From an optimization exercise on the open Yosys and OpenROAD flow, aimed at small area, a short achievable clock period and few clock cycles; shortcuts taken in it are not production practice.
In this exercise RTL edits were held to simulation tests only and were not proved equivalent to the original.

==> flow/design.v, too long to show whole: its modules and the start of the top module <==
// module rhws_cordic: 122 lines
// module rhws_sq2: 932 lines
// module random_heading_waypoint_stepper: 403 lines
module random_heading_waypoint_stepper (
    input  wire logic        clk,
    input  wire logic        rst_n,
    input  wire logic        cfg_we,
    input  wire logic [1:0]  cfg_addr,
    input  wire logic [30:0] cfg_wdata,
    input  wire logic        in_valid,
    output logic             in_ready,
    input  wire logic [31:0] in_current_north,
    input  wire logic [31:0] in_current_east,
    input  wire logic [31:0] in_current_down,
    input  wire logic [15:0] in_heading,
    input  wire logic [15:0] in_random_value,
    output logic             out_valid,
    input  wire logic        out_ready,
    output logic [1:0]       out_event_res,
    output logic [31:0]      out_target_north,
    output logic [31:0]      out_target_east,
    output logic [31:0]      out_target_down,
    output logic [31:0]      out_distance_sq
);
  // ...
==> flow/flow/run.sh <==
#!/bin/bash
set -euo pipefail
cat config.mk > config_in.log 2>&1
sed 's/SETUP_SLACK_MARGIN=[0-9.]*/SETUP_SLACK_MARGIN=6.6/' standard.sh > standard_margin.sh
cat standard_margin.sh > standard_margin_sh.log
bash standard_margin.sh > standard_run.log 2>&1
==> flow/standard.sh <==
#!/bin/bash
# synth_recipe.tcl (not shown) runs the flow's synth.tcl, then flattens the netlist and writes it again
# the make line also repeats each setting of config.mk as NAME=value (left out here)
make -C /OpenROAD-flow-scripts/flow DESIGN_CONFIG=/design/flow/config.mk WORK_HOME=/design/flow/orfs CLKGATE_MAP_FILE= SYNTH_SCRIPT=/design/flow/synth_recipe.tcl "${@:-finish}"
==> flow/config.mk <==
export PLATFORM = sky130hd
export DESIGN_NAME = random_heading_waypoint_stepper
export DESIGN_NICKNAME = random_heading_waypoint_stepper
export VERILOG_FILES = /design/flow/design.v
export SDC_FILE = /design/flow/constraint.sdc
export NUM_CORES = 4
export LEC_CHECK = 0
export ABC_CLOCK_PERIOD_IN_PS = 6000
export CAP_MARGIN = 20
export CORE_MARGIN = 2
export CORE_UTILIZATION = 50
export SETUP_SLACK_MARGIN = 5
export SLEW_MARGIN = 20
==> flow/constraint.sdc <==
create_clock -name core_clock -period 13.0 [get_ports {clk}]
set_input_delay 2.6000 -clock core_clock [delete_from_list [all_inputs] [get_ports {clk}]]
set_output_delay 2.6000 -clock core_clock [all_outputs]
set_load 0.01 [all_outputs]
==> run_results.csv, run 1 <==
group,metric,value,unit
detailed_routing,highest_layer,"met4",
critical_path,r2r_end,"o_dist[14]",
placement,place_ws,4270,ps
finish,stdcell_area,95000,sq um
floorplan,taps,2175,
sta,grt_setup_unrepaired,"true",
clock_network,cts_buffers,82,
floorplan,die_area,167000,sq um
critical_path,cp-end-kind,"flip-flop",
critical_path,endpoint,"o_dist[14]",
detailed_routing,met1_length,127000,um
logic_synthesis,synth_compound_area_share,16.2,%
run_status,status,"complete, no violations",
detailed_routing,antenna_left,0,
clock_network,clk_pin_slew,70,ps
logic_synthesis,muxShareOfSynthArea,5.77,%
logic_synthesis,synth.avg_cell_area,8.75,sq um
logic_synthesis,ys_async_sr_fraction,22.7,%
grt,grt.overflow.total,0,
sta,finalMaxSlewViolations,0,
clock_network,cts-htree-levels,3,
logic_synthesis,synthAdderAreaFrac,25.2,%
clock_network,root_buffer,"clkbuf_16",
logic_synthesis,synth_ff_type,"edfxtp_1",
sta,hold_viol,0,
logic_synthesis,ys_types,95,
finish,multi_input_area_share,64.6,%
sta,period_share,50.2,%
critical_path,crit_slowest_cell,"fa_1",
sta,tightest_slew,1110,ps
finish,final_common_cell,"inv_1",
grt,top_usage_layer,"met2",
finish,area_growth,15.7,%
Testbench counts, summed over its fixed seeds: cycles 10,937.
==> module random_heading_waypoint_stepper, before the edit <==
module random_heading_waypoint_stepper (
    input  wire logic        clk,
    input  wire logic        rst_n,
    input  wire logic        cfg_we,
    input  wire logic [1:0]  cfg_addr,
    input  wire logic [30:0] cfg_wdata,
    input  wire logic        in_valid,
    output logic             in_ready,
    input  wire logic [31:0] in_current_north,
    input  wire logic [31:0] in_current_east,
    input  wire logic [31:0] in_current_down,
    input  wire logic [15:0] in_heading,
    input  wire logic [15:0] in_random_value,
    output logic             out_valid,
    input  wire logic        out_ready,
    output logic [1:0]       out_event_res,
    output logic [31:0]      out_target_north,
    output logic [31:0]      out_target_east,
    output logic [31:0]      out_target_down,
    output logic [31:0]      out_distance_sq
);
    localparam logic [29:0] GAIN = 30'd652032874;
    logic [30:0] step_dist_reg, max_step_reg;
    logic [15:0] tol_reg, intv_reg;
    logic [30:0] stepv;
    logic [15:0] iv;
    assign stepv = (step_dist_reg < max_step_reg) ? step_dist_reg : max_step_reg;
    assign iv    = (intv_reg == 16'd0) ? 16'd1 : intv_reg;
    always_ff @(posedge clk or negedge rst_n)
    begin
        if (!rst_n)
        begin
            step_dist_reg <= STEP_DISTANCE_RST;
            max_step_reg  <= MAX_STEP_RST;
            tol_reg       <= ARRIVAL_TOL_RST;
            intv_reg      <= CHECK_INTV_RST;
        end
        else if (cfg_we)
        begin
            case (cfg_addr)
                2'd0:    step_dist_reg <= cfg_wdata;
                2'd1:    max_step_reg  <= cfg_wdata;
                2'd2:    tol_reg       <= cfg_wdata[15:0];
                default: intv_reg      <= cfg_wdata[15:0];
            endcase
        end
    end
    localparam logic [1:0] MU_IDLE = 2'd0;
    localparam logic [1:0] MU_X    = 2'd1;
    localparam logic [1:0] MU_SLOW = 2'd2;
    localparam logic [1:0] MU_DONE = 2'd3;
    logic [1:0]  mu_st;
    logic [5:0]  mu_cnt;
    logic [29:0] mu_acc;
    logic [24:0] mu_sr;
    logic [3:0]  xdig, xd_reg;
    logic [33:0] mu_op;
    logic [34:0] mu_sum;
    logic [46:0] xmag;
    logic [24:0] mag_n, mag_e;
    logic [24:0] slow_op, sop_v;
    logic        slow_bit, sop_b;
    logic        mu_first, mu_shift;
    logic [31:0] slow_dist;
    logic        slow_start;
    assign xdig     = 4'(stepv >> {mu_cnt[2:0], 2'b00});
    assign slow_op  = mu_cnt[0] ? mag_e : mag_n;
    assign slow_bit = slow_op[mu_cnt[5:1]];
    assign mu_op    = (mu_st == MU_X) ? 34'(xd_reg) * 34'(GAIN) : (sop_b ? 34'(sop_v) : 34'd0);
    assign mu_first = (mu_cnt == 6'd1);
    assign mu_shift = !mu_cnt[0] && (mu_cnt != 6'd0);
    assign mu_sum   = 35'(mu_first ? 30'd0 : mu_acc) + 35'(mu_op);
    assign xmag     = {mu_acc[28:0], mu_sr[24:7]};
    assign slow_dist = (mu_acc[29:23] != 7'd0) ? 32'hFFFF_FFFF : {mu_acc[22:0], mu_sr[24:16]};
    always_ff @(posedge clk or negedge rst_n)
    begin
        if (!rst_n)
        begin
            mu_st  <= MU_X;
            mu_cnt <= 6'd0;
        end
        else if (cfg_we && (cfg_addr == 2'd0 || cfg_addr == 2'd1))
        begin
            mu_st  <= MU_X;
            mu_cnt <= 6'd0;
        end
        else
        begin
            case (mu_st)
                MU_X:
                begin
                    mu_cnt <= mu_cnt + 6'd1;
                    if (mu_cnt == 6'd8)
                        mu_st <= MU_IDLE;
                end
                MU_SLOW:
                begin
                    mu_cnt <= mu_cnt + 6'd1;
                    if (mu_cnt == 6'd50)
                        mu_st <= MU_DONE;
                end
                MU_DONE:
                begin
                    if (push)
                    begin
                        mu_st  <= MU_X;
                        mu_cnt <= 6'd0;
                    end
                end
                default:
                begin
                    if (slow_start)
                    begin
                        mu_st  <= MU_SLOW;
                        mu_cnt <= 6'd0;
                    end
                end
            endcase
        end
    end
    always_ff @(posedge clk)
    begin
        xd_reg <= xdig;
        if (mu_st == MU_X && mu_cnt != 6'd0)
        begin
            mu_acc <= mu_sum[33:4];
            mu_sr  <= {mu_sum[3:0], mu_sr[24:4]};
        end
        else if (mu_st == MU_SLOW && mu_cnt != 6'd0)
        begin
            if (mu_shift)
            begin
                mu_acc <= mu_sum[30:1];
                mu_sr  <= {mu_sum[0], mu_sr[24:1]};
            end
            else
            begin
                mu_acc <= mu_sum[29:0];
            end
        end
        if (mu_st == MU_SLOW)
        begin
            sop_v <= slow_op;
            sop_b <= slow_bit;
        end
    end
    logic [15:0] tick_reg, rem_reg;
    logic        rbusy;
    logic [3:0]  rcnt;
    logic [15:0] tick_inc, rem_inc;
    logic [16:0] ra;
    logic [16:0] ra_s;
    logic        fire;
    assign tick_inc = tick_reg + 16'd1;
    assign rem_inc  = (tick_inc == 16'd0 || rem_reg + 16'd1 == iv) ? 16'd0 : rem_reg + 16'd1;
    assign ra   = {(rcnt == 4'd0) ? 16'd0 : rem_reg, tick_reg[4'd15 - rcnt]};
    assign ra_s = ra - {1'b0, iv};
    always_ff @(posedge clk or negedge rst_n)
    begin
        if (!rst_n)
        begin
            tick_reg <= 16'd0;
            rem_reg  <= 16'd0;
            rbusy    <= 1'b0;
            rcnt     <= 4'd0;
        end
        else if (cfg_we && cfg_addr == 2'd3)
        begin
            rbusy <= 1'b1;
            rcnt  <= 4'd0;
        end
        else if (rbusy)
        begin
            rem_reg <= ra_s[16] ? ra[15:0] : ra_s[15:0];
            rcnt    <= rcnt + 4'd1;
            if (rcnt == 4'd15)
                rbusy <= 1'b0;
        end
        else if (fire)
        begin
            tick_reg <= tick_inc;
            rem_reg  <= rem_inc;
        end
    end
    logic [1:0]  tolst;
    logic [31:0] tolsq_reg;
    always_ff @(posedge clk or negedge rst_n)
    begin
        if (!rst_n)
            tolst <= 2'd1;
        else if (cfg_we && cfg_addr == 2'd2)
            tolst <= 2'd1;
        else if (tolst == 2'd1)
            tolst <= 2'd2;
        else
            tolst <= 2'd0;
    end
    logic        held_reg;
    logic [31:0] tn_reg, te_reg, td_reg;
    logic        r1v;
    logic        r1_chk;
    logic [32:0] r1_mn, r1_me;       
    logic        r1_sn, r1_se;       
    logic [31:0] r1_d;
    logic [15:0] r1_ang;
    logic        r1_small, r1_big, r1_mid;
    logic        ov, o_free;
    logic [1:0]  o_ev;
    logic [31:0] o_dist;
    logic        push_sq, push_new, push;
    logic [1:0]  p_ev;
    logic [31:0] p_dist;
    logic [32:0] dn, de, mn, me;
    logic        sm_n, sm_e, bg_n, bg_e;
    logic [15:0] ang_in;
    assign dn = {tn_reg[31], tn_reg} - {in_current_north[31], in_current_north};
    assign de = {te_reg[31], te_reg} - {in_current_east[31], in_current_east};
    assign mn = dn ^ {33{dn[32]}};
    assign me = de ^ {33{de[32]}};
    assign sm_n = (mn[32:16] == 17'd0);
    assign sm_e = (me[32:16] == 17'd0);
    assign bg_n = (mn[32:24] != 9'd0);
    assign bg_e = (me[32:24] != 9'd0);
    assign ang_in = in_heading + {1'b0, in_random_value[15:1]} - 16'd16384;
    logic signed [XW-1:0] cx, cy;
    logic                 czpos;
    logic [3:0]           cit;
    logic                 r1_new, c_last, c_hold;
    assign r1_new = r1v && !held_reg;
    assign c_last = r1_new && (cit == 4'd15);
    assign o_free = !ov || out_ready;
    assign c_hold = c_last && !o_free;
    rhws_cordic u_cordic (
        .clk    (clk),
        .init   (fire || c_hold),
        .xmag   (xmag),
        .ang    (fire ? ang_in : r1_ang),
        .x_out  (cx),
        .y_out  (cy),
        .zpos   (czpos),
        .it_out (cit)
    );
    logic slow_word;
    assign slow_word  = r1_chk && r1_mid;
    assign slow_start = r1v && held_reg && slow_word;
    assign mag_n      = r1_mn[24:0] + 25'(r1_sn);
    assign mag_e      = r1_me[24:0] + 25'(r1_se);
    logic r1_moves, rdy_go, rdy_q;
    assign r1_moves = r1v && held_reg && o_free && (!slow_word || mu_st == MU_DONE);
    assign rdy_go   = (mu_st == MU_IDLE) && !rbusy && (tolst == 2'd0);
    assign rdy_q    = (r1v && held_reg && (!slow_word || mu_st == MU_DONE))
                   || (c_last && rem_inc != 16'd0);
    assign in_ready = rdy_go && (!r1v || (rdy_q && !ov) || (rdy_q && out_ready));
    assign fire     = in_valid && in_ready;
    always_ff @(posedge clk)
    begin
        if (in_ready || tolst == 2'd1)
        begin
            r1_d   <= in_current_down;
            r1_ang <= ang_in;
            r1_chk <= (rem_inc == 16'd0);
            if (tolst == 2'd1)
            begin
                r1_mn    <= {17'd0, tol_reg};
                r1_me    <= 33'd0;
                r1_sn    <= 1'b0;
                r1_se    <= 1'b0;
                r1_small <= 1'b1;
                r1_big   <= 1'b0;
                r1_mid   <= 1'b0;
            end
            else
            begin
                r1_mn    <= mn;
                r1_me    <= me;
                r1_sn    <= dn[32];
                r1_se    <= de[32];
                r1_small <= sm_n && sm_e;
                r1_big   <= bg_n || bg_e;
                r1_mid   <= !(sm_n && sm_e) && !(bg_n || bg_e);
            end
        end
    end
    logic [32:0] sq0, sq1;
    logic [33:0] sq;
    logic [34:0] sqd;
    logic        reach;
    rhws_sq2 u_sq (
        .mn   (r1_mn[15:0]),
        .sn   (r1_sn),
        .me   (r1_me[15:0]),
        .se   (r1_se),
        .row0 (sq0),
        .row1 (sq1)
    );
    assign sq    = {1'b0, sq0} + {1'b0, sq1};
    assign sqd   = {2'b0, sq0} + {2'b0, sq1} + ~{3'b0, tolsq_reg};
    assign reach = r1_small && sqd[34];
    always_ff @(posedge clk)
    begin
        if (tolst == 2'd2)
            tolsq_reg <= sq[31:0];
    end
    logic signed [XW-1:0] xs, ys, xsel, ysel;
    logic [32:0]          r1_dn, r1_de;
    logic signed [51:0]   fn, fe;
    logic [31:0]          new_n, new_e;
    assign r1_dn = r1_mn ^ {33{r1_sn}};
    assign r1_de = r1_me ^ {33{r1_se}};
    assign xs   = cx >>> 15;
    assign ys   = cy >>> 15;
    assign ysel = czpos ? ~ys : ys;
    assign xsel = czpos ? xs : ~xs;
    assign fn = {{4{tn_reg[31]}}, tn_reg, 16'd0} - {{3{r1_dn[32]}}, r1_dn, 16'd0}
              + {{4{cx[XW-1]}}, cx} + {{4{ysel[XW-1]}}, ysel} + {51'd0, czpos} + 52'd32768;
    assign fe = {{4{te_reg[31]}}, te_reg, 16'd0} - {{3{r1_de[32]}}, r1_de, 16'd0}
              + {{4{cy[XW-1]}}, cy} + {{4{xsel[XW-1]}}, xsel} + {51'd0, !czpos} + 52'd32768;
    function automatic logic [31:0] sat32(input logic signed [35:0] v);
        if (v > 36'sh0_7FFF_FFFF)
            sat32 = 32'h7FFF_FFFF;
        else if (v < -36'sh0_8000_0000)
            sat32 = 32'h8000_0000;
        else
            sat32 = v[31:0];
    endfunction
    assign new_n = sat32(fn[51:16]);
    assign new_e = sat32(fe[51:16]);
    assign push_sq  = r1_moves;
    assign push_new = c_last && o_free;
    assign push     = push_sq || push_new;
    always_comb
    begin
        if (push_new)
        begin
            p_ev   = EV_NEW;
            p_dist = 32'd0;
        end
        else if (!r1_chk)
        begin
            p_ev   = EV_IDLE;
            p_dist = 32'd0;
        end
        else if (r1_big)
        begin
            p_ev   = EV_FAR;
            p_dist = 32'hFFFF_FFFF;
        end
        else if (r1_mid)
        begin
            p_ev   = EV_FAR;
            p_dist = slow_dist;
        end
        else
        begin
            p_ev   = reach ? EV_REACHED : EV_FAR;
            p_dist = {14'd0, sq[33:16]};
        end
    end
    always_ff @(posedge clk or negedge rst_n)
    begin
        if (!rst_n)
        begin
            held_reg <= 1'b0;
            r1v      <= 1'b0;
            ov       <= 1'b0;
        end
        else
        begin
            if (push_new)
                held_reg <= 1'b1;
            else if (push_sq && r1_chk && reach)
                held_reg <= 1'b0;
            if (fire)
                r1v <= 1'b1;
            else if (push)
                r1v <= 1'b0;
            if (push)
                ov <= 1'b1;
            else if (out_ready)
                ov <= 1'b0;
        end
    end
    always_ff @(posedge clk)
    begin
        if (push_new)
        begin
            tn_reg <= new_n;
            te_reg <= new_e;
            td_reg <= r1_d;
        end
        if (push)
        begin
            o_ev   <= p_ev;
            o_dist <= p_dist;
        end
    end
    assign out_valid        = ov;
    assign out_event_res    = o_ev;
    assign out_distance_sq  = o_dist;
    assign out_target_north = tn_reg;
    assign out_target_east  = te_reg;
    assign out_target_down  = td_reg;
endmodule
==> run 2, diff against run 1 <==
--- a/flow/design.v
+++ b/flow/design.v
@@ -1131,26 +1131,26 @@
     logic [1:0]  mu_st;
     logic [5:0]  mu_cnt;
     logic [29:0] mu_acc;
-    logic [24:0] mu_sr;
+    logic [17:0] mu_sr;
     logic [3:0]  xdig, xd_reg;
     logic [33:0] mu_op;
     logic [34:0] mu_sum;
     logic [46:0] xmag;
     logic [24:0] mag_n, mag_e;
-    logic [24:0] slow_op, sop_v;
-    logic        slow_bit, sop_b;
+    logic [24:0] slow_op;
+    logic        slow_bit;
     logic        mu_first, mu_shift;
     logic [31:0] slow_dist;
     logic        slow_start;
     assign xdig     = 4'(stepv >> {mu_cnt[2:0], 2'b00});
     assign slow_op  = mu_cnt[0] ? mag_e : mag_n;
     assign slow_bit = slow_op[mu_cnt[5:1]];
-    assign mu_op    = (mu_st == MU_X) ? 34'(xd_reg) * 34'(GAIN) : (sop_b ? 34'(sop_v) : 34'd0);
-    assign mu_first = (mu_cnt == 6'd1);
-    assign mu_shift = !mu_cnt[0] && (mu_cnt != 6'd0);
+    assign mu_op    = (mu_st == MU_X) ? 34'(xd_reg) * 34'(GAIN) : (slow_bit ? 34'(slow_op) : 34'd0);
+    assign mu_first = (mu_st == MU_X) ? (mu_cnt == 6'd1) : (mu_cnt == 6'd0);
+    assign mu_shift = mu_cnt[0];
     assign mu_sum   = 35'(mu_first ? 30'd0 : mu_acc) + 35'(mu_op);
-    assign xmag     = {mu_acc[28:0], mu_sr[24:7]};
-    assign slow_dist = (mu_acc[29:23] != 7'd0) ? 32'hFFFF_FFFF : {mu_acc[22:0], mu_sr[24:16]};
+    assign xmag     = {mu_acc[28:0], mu_sr};
+    assign slow_dist = (mu_acc[29:23] != 7'd0) ? 32'hFFFF_FFFF : {mu_acc[22:0], mu_sr[17:9]};
     always_ff @(posedge clk or negedge rst_n)
     begin
         if (!rst_n)
@@ -1175,7 +1175,7 @@
                 MU_SLOW:
                 begin
                     mu_cnt <= mu_cnt + 6'd1;
-                    if (mu_cnt == 6'd50)
+                    if (mu_cnt == 6'd49)
                         mu_st <= MU_DONE;
                 end
                 MU_DONE:
@@ -1203,25 +1203,20 @@
         if (mu_st == MU_X && mu_cnt != 6'd0)
         begin
             mu_acc <= mu_sum[33:4];
-            mu_sr  <= {mu_sum[3:0], mu_sr[24:4]};
+            mu_sr  <= {mu_sum[3:0], mu_sr[17:4]};
         end
-        else if (mu_st == MU_SLOW && mu_cnt != 6'd0)
+        else if (mu_st == MU_SLOW)
         begin
             if (mu_shift)
             begin
                 mu_acc <= mu_sum[30:1];
-                mu_sr  <= {mu_sum[0], mu_sr[24:1]};
+                mu_sr  <= {mu_sum[0], mu_sr[17:1]};
             end
             else
             begin
                 mu_acc <= mu_sum[29:0];
             end
         end
-        if (mu_st == MU_SLOW)
-        begin
-            sop_v <= slow_op;
-            sop_b <= slow_bit;
-        end
     end
     logic [15:0] tick_reg, rem_reg;
     logic        rbusy;
==> flow/flow/run.sh (replaced) <==
#!/bin/bash
set -euo pipefail
cat config.mk > config_in.log 2>&1
sed 's/SETUP_SLACK_MARGIN=[0-9.]*/SETUP_SLACK_MARGIN=6.3/' standard.sh > standard_margin.sh
cat standard_margin.sh > standard_margin_sh.log
bash standard_margin.sh > standard_run.log 2>&1
==> run 2 against run 1 <==
  * Via count shrank 2.7%
  * Hold slack gained 2.0 ps
  * Critical path type unchanged
  * Clock skew shrank 49 ps
  * Largest cell class unchanged
  * Non-clock buffer count shrank 99
==> run_results.csv, run 2 <==
group,metric,value,unit
logic_synthesis,ys_ff_latch,608,
clock_network,clock-sinks,608,
sta,timing.final.crit_period,6930,ps
floorplan,die_w,407,um
detailed_routing,routed_wl,287000,um
sta,period_share,53.3,%
logic_synthesis,synth.top_cells.by_area,"fa_1, edfxtp_1, ha_1, xnor2_1, inv_1",
critical_path,worstPathRequired,13440,ps
logic_synthesis,syn_nets,10700,
logic_synthesis,synth_top_cell_area_share,14.5,%
clock_network,clk_pin_slew,70,ps
detailed_routing,wire_per_inst,24.6,um
logic_synthesis,synth-seq-area-share,19.9,%
placement,gp_congestion,0.996,
floorplan,row_count,147,
logic_synthesis,synth_edf_count,328,
detailed_routing,num_vias,69600,
placement,io_buffers,296,
floorplan,initial_core_util,50.5,%
floorplan,ios,298,
sta,tightest_slew,1120,ps
logic_synthesis,synthCells,9218,
floorplan,core-area,161000,sq um
finish,final_cell_mix,"inv_1, nand2_1, xnor2_1",
grt,grt.overflow.total,0,
critical_path,cp_max_fo,2,
floorplan,die_area,166000,sq um
critical_path,cp-end-kind,"flip-flop",
critical_path,slowest_delay,540,ps
critical_path,crit_top_cell,"fa_1",
finish,register_area,16200,sq um
min_path,hp-class,"flip-flop to flip-flop",
sta,tns,0,ps
grt,grt_max_degree,88,
logic_synthesis,ys_types,120,
critical_path,crit_slowest_cell,"fa_1",
clock_network,tritoncts,"built",
logic_synthesis,yosysMostFrequentCell,"inv_1",
placement,dpl.hpwl,220000,um
flow_run,cap_violations,0,
clock_network,root_buffer,"clkbuf_16",
logic_synthesis,synth_ff_type,"edfxtp_1",
logic_synthesis,ys_async_sr_fraction,23.7,%
grt,first_global_vias,68100,
placement,placed_cell_area,86300,sq um
detailed_routing,dr.pass1.iters,8,
finish,stdcell_area,92700,sq um
logic_synthesis,yosys_warnings,2,
logic_synthesis,synth.avg_cell_area,8.82,sq um
sta,finalMaxSlewViolations,0,
finish,multi_input_area,60800,sq um
sta,maxSlewHeadroom,24.4,%
detailed_routing,drtIter0Drc,7632,
clock_network,cts_buffers,82,
finish,final_common_cell,"inv_1",
finish,nets,10900,
sta,fin_skew,43.1,ps
clock_network,cts-htree-levels,3,
detailed_routing,drt-vias-per-instance,5.96,
logic_synthesis,synth_common_cells,"inv_1, nand2_1, xnor2_1",
grt,grt_pass1_wl,429000,um
detailed_routing,drc_errors,0,
run_status,status,"complete, no violations",
logic_synthesis,synth_area,81300,sq um
grt,grt_usage,33.8,%
sta,max_freq,0.144,GHz
sta,setup_viol,0,
critical_path,path_class,"flip-flop to flip-flop",
floorplan,die_h,407,um
grt,antenna_found_initial,20,
clock_network,hold_buffers,0,
sta,hold_viol,0,
sta,grt_setup_unrepaired,"true",
logic_synthesis,yosysTopAreaCell,"fa_1",
detailed_routing,antenna_left,0,
finish,area_growth,14.0,%
clock_network,insertion_delay,730,ps
critical_path,arrival,7360,ps
finish,fill_cells,14700,
finish,final_layout_size_suffix_gt1_share,10.1,%
clock_network,clock_path_buffers,3,
critical_path,startpoint_type,"flip-flop",
## run 2: changes by cell type after synthesis, sizes merged, moves of 26 or more
cell	delta
a21oi	+28
nand3	-32
inv	-28
nor2b	+34
nor4	-38
and2	-38
nand2	-63
o21ai	-29
buf	+30
clkbuf	-27
edfxtp	-26
## run 2: worst paths after layout
check,cells past startpoint,endpoint,startpoint,slack [ps]
max,29,o_ev[0],r1_mn[10],6070
min,0,td_reg[23],r1_d[23],420
max reg2reg,29,o_ev[0],r1_mn[10],6070
min reg2reg,0,td_reg[23],r1_d[23],420
max in group asynchronous,2,mu_cnt[0],rst_n,9670
min in group asynchronous,1,tick_reg[4],rst_n,1880
## run 2: layout make-up
cell class	count	share of cell area, %
repair buffers	576	6.30
well taps	2160	2.92
repair inverters	2	0.0189
clock buffers	95	2.31
flip-flops and latches	608	17.5
multi-input cells	7068	65.6
inverters	1105	4.53
diodes	8	0.0216
clock inverters	56	0.806
## run 2: cells by family (layout without fill, tap and decap cells)
group,count (synthesis),after routing,synth area share [%]
AOI/OAI and AO/OA,2069,2070,16.3
other,0,8,0
DFF,608,608,19.9
buffers and inverters,1544,1834,7.39
xor gates and xnor gates,1049,1049,11.3
and+or+nand+nor,2251,2252,13.4
muxes,396,396,6.30
adders and majority gates,1301,1301,25.5
## run 2: stage by stage
stage                     setup WS [ps]  instances  util [%]  hold slack, ps
after floorplan                    5680       9218         -             400
final                              6070      11700      57.5             417
after CTS                          6110      11600      56.7             416
after global placement             3480      11400      53.6             401
after detailed placement           3370      11400      53.6             405
after global routing               5760      11700      57.5             423
## run 2: per-layer routing
| layer | GRT usage (%) | part of all wire, % | vias to the layer above |
|---|---|---|---|
| met5 | 0 | 0.0035 | - |
| met2 | 51.0 | 43 | 3085 |
| met4 | 11.9 | 4.0 | 2 |
| met1 | 47.7 | 43 | 34100 |
| met3 | 7.07 | 10 | 491 |
| li1 | - | - | 32000 |
## run 2: critical path, delay by kind of cell (launching register included)
family          cells  cell delay, ps
flops               1             440
simple gates        5             440
compound gates      8            1500
fa+ha+maj           8            3600
buf+inv             8             670
## run 2: what timing repair did
action | 4_1_cts | 5_1_grt
gates resized for setup | 240 | 166
pin swaps | 108 | 66
endpoints found under the setup margin | 215 | 140
cloned | 9 | 7
setup buffers | 99 | 48
Testbench counts of run 2, summed over its fixed seeds: cycles 10,937.

-- what the ideal ports hide --
How much do the figures lean on ideal ports? The routed layouts below were timed once more, with nothing changed but the port constraints.
Step 1 assumes that a clkbuf_16 drives the clock port and a buf_2 every other input.
Step 2, shift: input delay + t, output delay - t, t = (earliest + latest rising clock arrival at the registers) / 2. This alone moves slack from input paths to output paths.
a / b / c = ideal ports / drivers / drivers and shift; a / b = the first two.
run	t (ns)	setup WS [ns]	latest minus earliest clock arrival (ns)	worst register clock-pin slew, ns	cell pins on the clock port's net
run 1	0.807	6.471 / 6.471 / 6.012	0.092 / 0.092	0.07 / 0.07	1
run 2	0.794	6.074 / 6.074 / 5.655	0.044 / 0.044	0.07 / 0.07	1
After both steps every run listed still meets setup and hold. For run 1, which loses most, drivers alone change the setup slack by 0.000 ns; drivers and shift together by -0.459 ns.
